This design comes from an exercise in tuning for small area, a short achievable clock period and few clock cycles per item on the open sky130 flow, not from production work. The RTL was checked by simulation tests, not by an equivalence proof against the original design.

**flow/design.v**
```verilog
module lidar_flat_point_selector #(
	parameter int COORD_WIDTH = 24
) (
	input  logic                          clk,
	input  logic                          arst_n,
	input  logic                          cfg_we,
	input  logic                          cfg_index,
	input  logic [53:0]                   cfg_data,
	input  logic                          points_valid,
	output logic                          points_ready,
	input  logic signed [COORD_WIDTH-1:0] points_point_x,
	input  logic signed [COORD_WIDTH-1:0] points_point_y,
	input  logic signed [COORD_WIDTH-1:0] points_point_z,
	input  logic [15:0]                   points_intensity,
	input  logic                          points_point_valid,
	input  logic                          points_frame_start,
	output logic                          features_valid,
	input  logic                          features_ready,
	output logic signed [COORD_WIDTH-1:0] features_feature_x,
	output logic signed [COORD_WIDTH-1:0] features_feature_y,
	output logic signed [COORD_WIDTH-1:0] features_feature_z,
	output logic [15:0]                   features_feature_intensity,
	output logic [53:0]                   features_curvature
);
	localparam int CURV_WIDTH   = 54;
	localparam int INTEN_WIDTH  = 16;
	localparam int STRIDE_WIDTH = 8;
	localparam int FILL_WIDTH   = 3;
	localparam int WIN_DEPTH = 4;
	localparam int AXES      = 3;
	localparam int SQ_IN_MAX = 27;
	localparam int TERM_WIDTH = CURV_WIDTH + 1;
	localparam int SUM_WIDTH  = CURV_WIDTH + 3;
	localparam logic [CURV_WIDTH-1:0] CURV_MAX = {CURV_WIDTH{1'b1}};
	localparam logic [CURV_WIDTH-1:0]   THRESH_RESET = 54'd1049;
	localparam logic [STRIDE_WIDTH-1:0] STRIDE_RESET = 8'd1;
	localparam logic [FILL_WIDTH-1:0] FILL_FULL = 3'd4;
	localparam logic REG_CURV_THRESHOLD = 1'b0;
	localparam logic REG_SAMPLE_STRIDE  = 1'b1;
	localparam int DW = COORD_WIDTH + 3;
	localparam int AW = COORD_WIDTH + 2;
	localparam int MW = (AW < SQ_IN_MAX) ? AW : SQ_IN_MAX;
	localparam int CW = COORD_WIDTH;
	logic [CURV_WIDTH-1:0]   thresh_q;
	logic [STRIDE_WIDTH-1:0] stride_q;
	logic [CW-1:0]          win_q [0:AXES-1][0:WIN_DEPTH-1];
	logic [INTEN_WIDTH-1:0] win_inten_q [0:WIN_DEPTH-1];
	logic [FILL_WIDTH-1:0]  fill_q;
	logic [STRIDE_WIDTH-1:0] cnt_q;
	logic                   valid_s1;
	logic [DW-1:0]          diff_s1 [0:AXES-1];
	logic [CW-1:0]          centre_s1 [0:AXES-1];
	logic [INTEN_WIDTH-1:0] inten_s1;
	logic                   valid_s2;
	logic [TERM_WIDTH-1:0]  term_s2 [0:AXES-1];
	logic [CW-1:0]          centre_s2 [0:AXES-1];
	logic [INTEN_WIDTH-1:0] inten_s2;
	logic                   out_valid_q;
	logic [CW-1:0]          out_pt_q [0:AXES-1];
	logic [INTEN_WIDTH-1:0] out_inten_q;
	logic [CURV_WIDTH-1:0]  out_curv_q;
	logic advance;
	logic accept;
	assign advance      = !out_valid_q || features_ready;
	assign accept       = points_valid && advance;
	assign points_ready = advance;
	always_ff @(posedge clk or negedge arst_n) begin
		if (!arst_n) begin
			thresh_q <= THRESH_RESET;
			stride_q <= STRIDE_RESET;
		end else if (cfg_we) begin
			if (cfg_index == REG_CURV_THRESHOLD)
				thresh_q <= cfg_data;
			else
				stride_q <= cfg_data[STRIDE_WIDTH-1:0];
		end
	end
	logic [CW-1:0]           pt [0:AXES-1];
	logic [FILL_WIDTH-1:0]   fill_eff;
	logic [STRIDE_WIDTH-1:0] cnt_eff;
	logic [STRIDE_WIDTH-1:0] stride_eff;
	logic [STRIDE_WIDTH:0]   cnt_inc;
	logic [STRIDE_WIDTH-1:0] cnt_next;
	logic                    keep;
	logic                    full;
	logic                    eval;
	always_comb begin
		pt[0]      = points_point_x;
		pt[1]      = points_point_y;
		pt[2]      = points_point_z;
		fill_eff   = points_frame_start ? {FILL_WIDTH{1'b0}} : fill_q;
		cnt_eff    = points_frame_start ? {STRIDE_WIDTH{1'b0}} : cnt_q;
		keep       = points_point_valid &&
		             !(points_point_x == 0 && points_point_y == 0 && points_point_z == 0);
		full       = (fill_eff == FILL_FULL);
		eval       = keep && full && (cnt_eff == 0);
		stride_eff = (stride_q == 0) ? 8'd1 : stride_q;
		cnt_inc    = {1'b0, cnt_eff} + 9'd1;
		cnt_next   = (cnt_inc >= {1'b0, stride_eff}) ? {STRIDE_WIDTH{1'b0}} :
		             cnt_inc[STRIDE_WIDTH-1:0];
	end
	always_ff @(posedge clk or negedge arst_n) begin
		if (!arst_n) begin
			fill_q <= '0;
			cnt_q  <= '0;
		end else if (accept) begin
			if (keep && !full) begin
				fill_q <= fill_eff + 3'd1;
				cnt_q  <= cnt_eff;
			end else if (keep) begin
				fill_q <= fill_eff;
				cnt_q  <= cnt_next;
			end else begin
				fill_q <= fill_eff;
				cnt_q  <= cnt_eff;
			end
		end
	end
	genvar ge, ga;
	generate
		for (ge = 0; ge < WIN_DEPTH; ge = ge + 1) begin : g_win
			always_ff @(posedge clk or negedge arst_n) begin
				if (!arst_n) begin
					win_inten_q[ge] <= '0;
				end else if (accept && keep) begin
					if (full) begin
						if (ge == WIN_DEPTH - 1)
							win_inten_q[ge] <= points_intensity;
						else
							win_inten_q[ge] <= win_inten_q[(ge+1) % WIN_DEPTH];
					end else if (fill_eff[1:0] == ge) begin
						win_inten_q[ge] <= points_intensity;
					end
				end
			end
			for (ga = 0; ga < AXES; ga = ga + 1) begin : g_axis
				always_ff @(posedge clk or negedge arst_n) begin
					if (!arst_n) begin
						win_q[ga][ge] <= '0;
					end else if (accept && keep) begin
						if (full) begin
							if (ge == WIN_DEPTH - 1)
								win_q[ga][ge] <= pt[ga];
							else
								win_q[ga][ge] <= win_q[ga][(ge+1) % WIN_DEPTH];
						end else if (fill_eff[1:0] == ge) begin
							win_q[ga][ge] <= pt[ga];
						end
					end
				end
			end
		end
	endgenerate
	always_ff @(posedge clk or negedge arst_n) begin
		if (!arst_n) begin
			valid_s1 <= 1'b0;
		end else if (advance) begin
			valid_s1 <= accept && eval;
		end
	end
	logic [DW-1:0]         diff [0:AXES-1];
	logic [AW-1:0]         mag [0:AXES-1];
	logic [63:0]           mag_ext [0:AXES-1];
	logic [2*MW-1:0]       sq [0:AXES-1];
	logic [TERM_WIDTH-1:0] term [0:AXES-1];
	generate
		for (ga = 0; ga < AXES; ga = ga + 1) begin : g_calc
			assign diff[ga] = {{3{win_q[ga][0][CW-1]}}, win_q[ga][0]}
			                + {{3{win_q[ga][1][CW-1]}}, win_q[ga][1]}
			                - {{1{win_q[ga][2][CW-1]}}, win_q[ga][2], 2'b00}
			                + {{3{win_q[ga][3][CW-1]}}, win_q[ga][3]}
			                + {{3{pt[ga][CW-1]}}, pt[ga]};
			always_ff @(posedge clk) begin
				if (advance) begin
					diff_s1[ga]   <= diff[ga];
					centre_s1[ga] <= win_q[ga][2];
				end
			end
			assign mag[ga]     = diff_s1[ga][DW-1] ? (~diff_s1[ga][AW-1:0] + 1'b1) :
			                     diff_s1[ga][AW-1:0];
			assign mag_ext[ga] = {{(64-AW){1'b0}}, mag[ga]};
			assign sq[ga]      = mag[ga][MW-1:0] * mag[ga][MW-1:0];
			assign term[ga]    = (mag_ext[ga] >= (64'd1 << SQ_IN_MAX)) ?
			                     {1'b1, {CURV_WIDTH{1'b0}}} :
			                     {{(TERM_WIDTH-2*MW){1'b0}}, sq[ga]};
			always_ff @(posedge clk) begin
				if (advance) begin
					term_s2[ga]   <= term[ga];
					centre_s2[ga] <= centre_s1[ga];
				end
			end
			always_ff @(posedge clk) begin
				if (advance)
					out_pt_q[ga] <= centre_s2[ga];
			end
		end
	endgenerate
	always_ff @(posedge clk) begin
		if (advance)
			inten_s1 <= win_inten_q[2];
	end
	always_ff @(posedge clk or negedge arst_n) begin
		if (!arst_n) begin
			valid_s2 <= 1'b0;
		end else if (advance) begin
			valid_s2 <= valid_s1;
		end
	end
	always_ff @(posedge clk) begin
		if (advance)
			inten_s2 <= inten_s1;
	end
	logic [SUM_WIDTH-1:0]  sum;
	logic [CURV_WIDTH-1:0] curv;
	logic                  flat;
	always_comb begin
		sum  = {2'b00, term_s2[0]} + {2'b00, term_s2[1]} + {2'b00, term_s2[2]};
		curv = (sum > {3'b000, CURV_MAX}) ? CURV_MAX : sum[CURV_WIDTH-1:0];
		flat = curv < thresh_q;
	end
	always_ff @(posedge clk or negedge arst_n) begin
		if (!arst_n) begin
			out_valid_q <= 1'b0;
		end else if (advance) begin
			out_valid_q <= valid_s2 && flat;
		end
	end
	always_ff @(posedge clk) begin
		if (advance) begin
			out_inten_q <= inten_s2;
			out_curv_q  <= curv;
		end
	end
	assign features_valid             = out_valid_q;
	assign features_feature_x         = out_pt_q[0];
	assign features_feature_y         = out_pt_q[1];
	assign features_feature_z         = out_pt_q[2];
	assign features_feature_intensity = out_inten_q;
	assign features_curvature         = out_curv_q;
endmodule
```
**flow/run.sh**
```bash
#!/bin/bash
# synth_recipe.tcl (not shown) runs the flow's synth.tcl, then flattens the netlist and writes it again
# the make line also repeats each setting of config.mk as NAME=value (left out here)
make -C /OpenROAD-flow-scripts/flow DESIGN_CONFIG=/design/flow/config.mk WORK_HOME=/design/flow/orfs CLKGATE_MAP_FILE= SYNTH_SCRIPT=/design/flow/synth_recipe.tcl finish
```
**flow/config.mk**
```make
export PLATFORM = sky130hd
export DESIGN_NAME = lidar_flat_point_selector
export DESIGN_NICKNAME = lidar_flat_point_selector
export VERILOG_FILES = /design/flow/design.v
export SDC_FILE = /design/flow/constraint.sdc
export NUM_CORES = 4
export LEC_CHECK = 0
export CAP_MARGIN = 20
export CORE_MARGIN = 2
export CORE_UTILIZATION = 40
export SLEW_MARGIN = 20
```
**flow/constraint.sdc**
```tcl
create_clock -name core_clock -period 9.5 [get_ports {clk}]
set_input_delay 1.9000 -clock core_clock [delete_from_list [all_inputs] [get_ports {clk}]]
set_output_delay 1.9000 -clock core_clock [all_outputs]
set_load 0.01 [all_outputs]
```
==> impl_metrics.csv <==
group,metric,value,unit
run_status,status,"no timing/DRC/antenna violations",
clock_tree,cts.path.max_buffers,3,
worst_hold_path,hold_start,"centre_s2[1][20]",
route,dr.pass1.iters,8,
job,maxCapViolations,0,
synth,ys_ff_latch,948,
critical_path,worst_setup_path_end_kind,"register",
finish,nets,13540,
grt,grt_util_all_layers,22.48,%
timing,min_period,9.181,ns
synth,synth_edf_count,552,
route,wirelength,296.0,mm
clock_tree,clock_sinks,948,
timing,finalCritPeriodShare,96.65,%
synth,synth_fa_ha_area_share,43.74,%
synth,synth-xor-area-share,3.206,%
synth,synth_top_family_by_area,"adder cells",
grt,antenna_found_initial,28,
critical_path,path_buf_inv,9,
finish,area_delta_synth_final,12.62,%
synth,synth_warnings,14,
critical_path,crit_family,"adder cells",
clock_tree,clkLatencyLatePin,0.75,ns
synth,synth_compound_area_share,8.021,%
timing,fmax,108.9,MHz
clock_tree,holdBufCountCts,0,
clock_tree,cts_buffers,108,
route,final_antenna_net_count,0,
critical_path,critPathMaxStageDelay,0.55,ns
die,initial_utilization,40.13,%
synth,synth-seq-area-share,25.21,%
timing,final.setup_skew,0.06358,ns
timing,worst_pin_slew,1.101,ns
route,vias_per_cell,5.065,
critical_path,start_kind,"register",
finish,drive_gt1_share,6.982,%
die,die_width,516.5,microns
synth,muxShareOfSynthArea,1.088,%
route,via_count,73070,
timing,maxSlewViolCount,0,
clock_tree,path_clk_slew,0.06,ns
synth,avgSynthCellArea,10.13,sq um
clock_tree,cts_root_buf,"clkbuf_16",
placement,hpwlAfterDp,243.7,mm
die,fp.dieH,516.5,microns
grt,grt_max_degree,188,
critical_path,critPathMaxFanout,4,
timing,finalHoldViolCount,0,
grt,grt_remaining_overflow,0,
timing,timing.hold.ws,0.4103,ns
critical_path,required,9.97,ns
critical_path,cpMaxStageDelayCell,"fa_1",
placement,io_buffers,293,
die,rows,188,
die,io_pins,294,
critical_path,r2r_start,"diff_s1[2][6]",
clock_tree,htreeDepth,3,
timing,setup_viol,0,
critical_path,crit_top_cell,"fa_1",
synth,syn-num-nets,13110,
route,wl_per_cell,20.52,microns
die,die-area,266800,sq um
synth,synth.distinct_cells,90,
critical_path,startpoint,"diff_s1[2][6]",
die,core,261800,sq um
grt,grt_pass1_wl,458.3,mm
timing,slew_headroom,26.59,%
worst_hold_path,hp-class,"register to register",
critical_path,critPathKind,"register to register",
placement,placed_area,113800,sq um
grt,first_global_vias,77680,
synth,synthCells,10370,
synth,synth_ff_type,"edfxtp_1",
placement,gp_congestion,0.9625,
critical_path,rrSetupSlack,0.32,ns
critical_path,cp.arrival,9.65,ns
route,first_iter_violations,5778,
clock_tree,cts_tree,"yes",
timing,setup-tns-final,0,ns
finish,design_area,118300,sq um
synth,synthSimpleGateAreaFrac,8.514,%
synth,async_flop_share,41.77,%
synth,synth_area,105100,sq um
route,drcViolationCount,0,
## area by class of cell
class                      instances  area, sq um
timing repair inverter             1        7.507
tap                             3515         4398
multi-input combinational       6570        68300
timing repair buffer             624         5648
inverter                        2551         9594
antenna                           13        32.53
clock buffer                     133         2908
sequential                       948        26490
clock inverter                    72        950.9
fill                           24520       143500
## synth_stat cells (17+ instances only)
cell type	count	area, sq um
o21ai_0	220	1101
o31a_1	19	166.4
nand2b_1	50	312.8
fa_1	1817	36370
mux2_2	98	1104
xor2_1	123	1077
edfxtp_1	552	16580
clkinv_1	17	63.81
or3_1	22	137.6
o211ai_1	18	135.1
o21a_1	57	427.9
a211oi_1	22	165.2
o31ai_1	22	165.2
a31oi_1	43	269.0
nand3_1	61	305.3
a21o_1	157	1179
dfrtp_1	391	9784
and3_1	34	212.7
inv_1	2527	9485
nand2_1	797	2992
clkbuf_1	279	1047
nand4_1	40	250.2
nor2_1	903	3390
and2_1	21	131.4
nor2b_1	51	319.1
ha_1	766	9584
a21oi_1	696	3483
nor3_1	35	175.2
nor4_1	32	200.2
xnor2_1	241	2111
o21bai_1	32	240.2
## per-layer routing
| layer | up-vias | GRT usage, % | share of wire (%) |
|---|---|---|---|
| met1 | 37240 | 32.24 | 45 |
| li1 | 32930 | - | - |
| met3 | 419 | 4.395 | 8.0 |
| met5 | - | 0 | 0.055 |
| met2 | 2461 | 34.81 | 44 |
| met4 | 24 | 5.854 | 3.0 |
## per-stage QoR
step / instances / utilization, % / setup slack (ns)
final: 14430 / 45.20 / 0.3187
after global routing: 14420 / 45.19 / -0.04223
after CTS: 14390 / 44.94 / 0.004639
after detailed placement: 14180 / 43.47 / 0.02675
after global placement: 14180 / 43.47 / 0.09661
after floorplan: 10370 / - / 0.1734
## cell usage in the layout (no fill, tap or decap), types with 19 or more instances in the layout
cell / count
edfxtp_1: 552
a211oi_1: 19
nor2_1: 896
nor3_1: 34
and2_1: 21
mux2_2: 98
o31ai_1: 20
nor4_1: 31
a21o_1: 157
buf_4: 306
nand3_1: 61
or3_1: 21
clkbuf_16: 109
ha_1: 758
xor2_1: 117
o21ai_0: 206
nand4_1: 40
nand2_1: 795
a21oi_1: 690
nor2b_1: 50
inv_1: 2515
a31oi_1: 42
xnor2_1: 230
o21bai_1: 31
and3_1: 33
nand2b_1: 48
o21a_1: 54
clkinv_1: 25
o31a_1: 19
fa_1: 1814
dfrtp_1: 391
clkdlybuf4s50_1: 292
## logic make-up after synthesis
logic type,count (synthesis)
simple gates,2109
xor+xnor,373
fa+ha+maj,2583
compound gates,1403
flops,948
buf+inv,2856
mux,102
## flip-flops by register name, indices dropped and copies added, names as in the netlist, 8 cells and up
signal	count
term_s2	153
inten_s2	16
cnt_q	8
out_curv_q	54
out_inten_q	16
diff_s1	81
thresh_q	54
win_q	288
centre_s2	72
out_pt_q	72
stride_q	8
win_inten_q	32
inten_s1	16
centre_s1	72
## path summary, 6_finish.rpt
| kind | end | depth (start not counted) |
|---|---|---|
| max reg2reg | term_s2[2][48] | 35 |
| max in group asynchronous | win_q[2][12] | 3 |
| max | term_s2[2][48] | 35 |
| min in group asynchronous | win_q[6][9] | 1 |
| min reg2reg | out_pt_q[1][20] | 0 |
| min | out_pt_q[1][20] | 0 |
## worst reg2reg max path, delay by kind of cell, from the launching register on
family	cells	cell delay (ns)
compound gates	7	1.21
fa+ha+maj	8	3.89
buf+inv	9	1.10
flops	1	0.40
simple gates	9	1.94
xor+xnor	2	0.35
## what timing repair did
action	4_1_cts	5_1_grt
endpoints found under the setup margin	0	43
buffers inserted	0	24
gates resized for setup	0	118
hold endpoints to repair	0	0
Testbench counts, summed over its fixed seeds: cycles 32,009, items 32,000.

afterwards: timing with drivers on the ports:
The results above use ideal ports. As a check the final layout listed here was re-extracted and re-timed, cells and wires unchanged.
Step 1, drivers: a clkbuf_16 drives clk and a buf_2 each remaining input, both assumed.
Step 2 also shifts input and output timing later by t, the mid clock arrival at the registers, as if the neighbouring blocks saw the same clock.
Three values: ideal ports, drivers, drivers and shift; two values: the first two.
t, ns: 0.822
setup WS [ns]: 0.319 / 0.319 / 0.319
hold slack, ns: 0.410 / 0.410 / 0.410
pins driven straight from the clock port: 1
After both steps this run still meets setup and hold. The setup slack of this run moves by 0.000 ns with the drivers and by 0.000 ns with both steps.
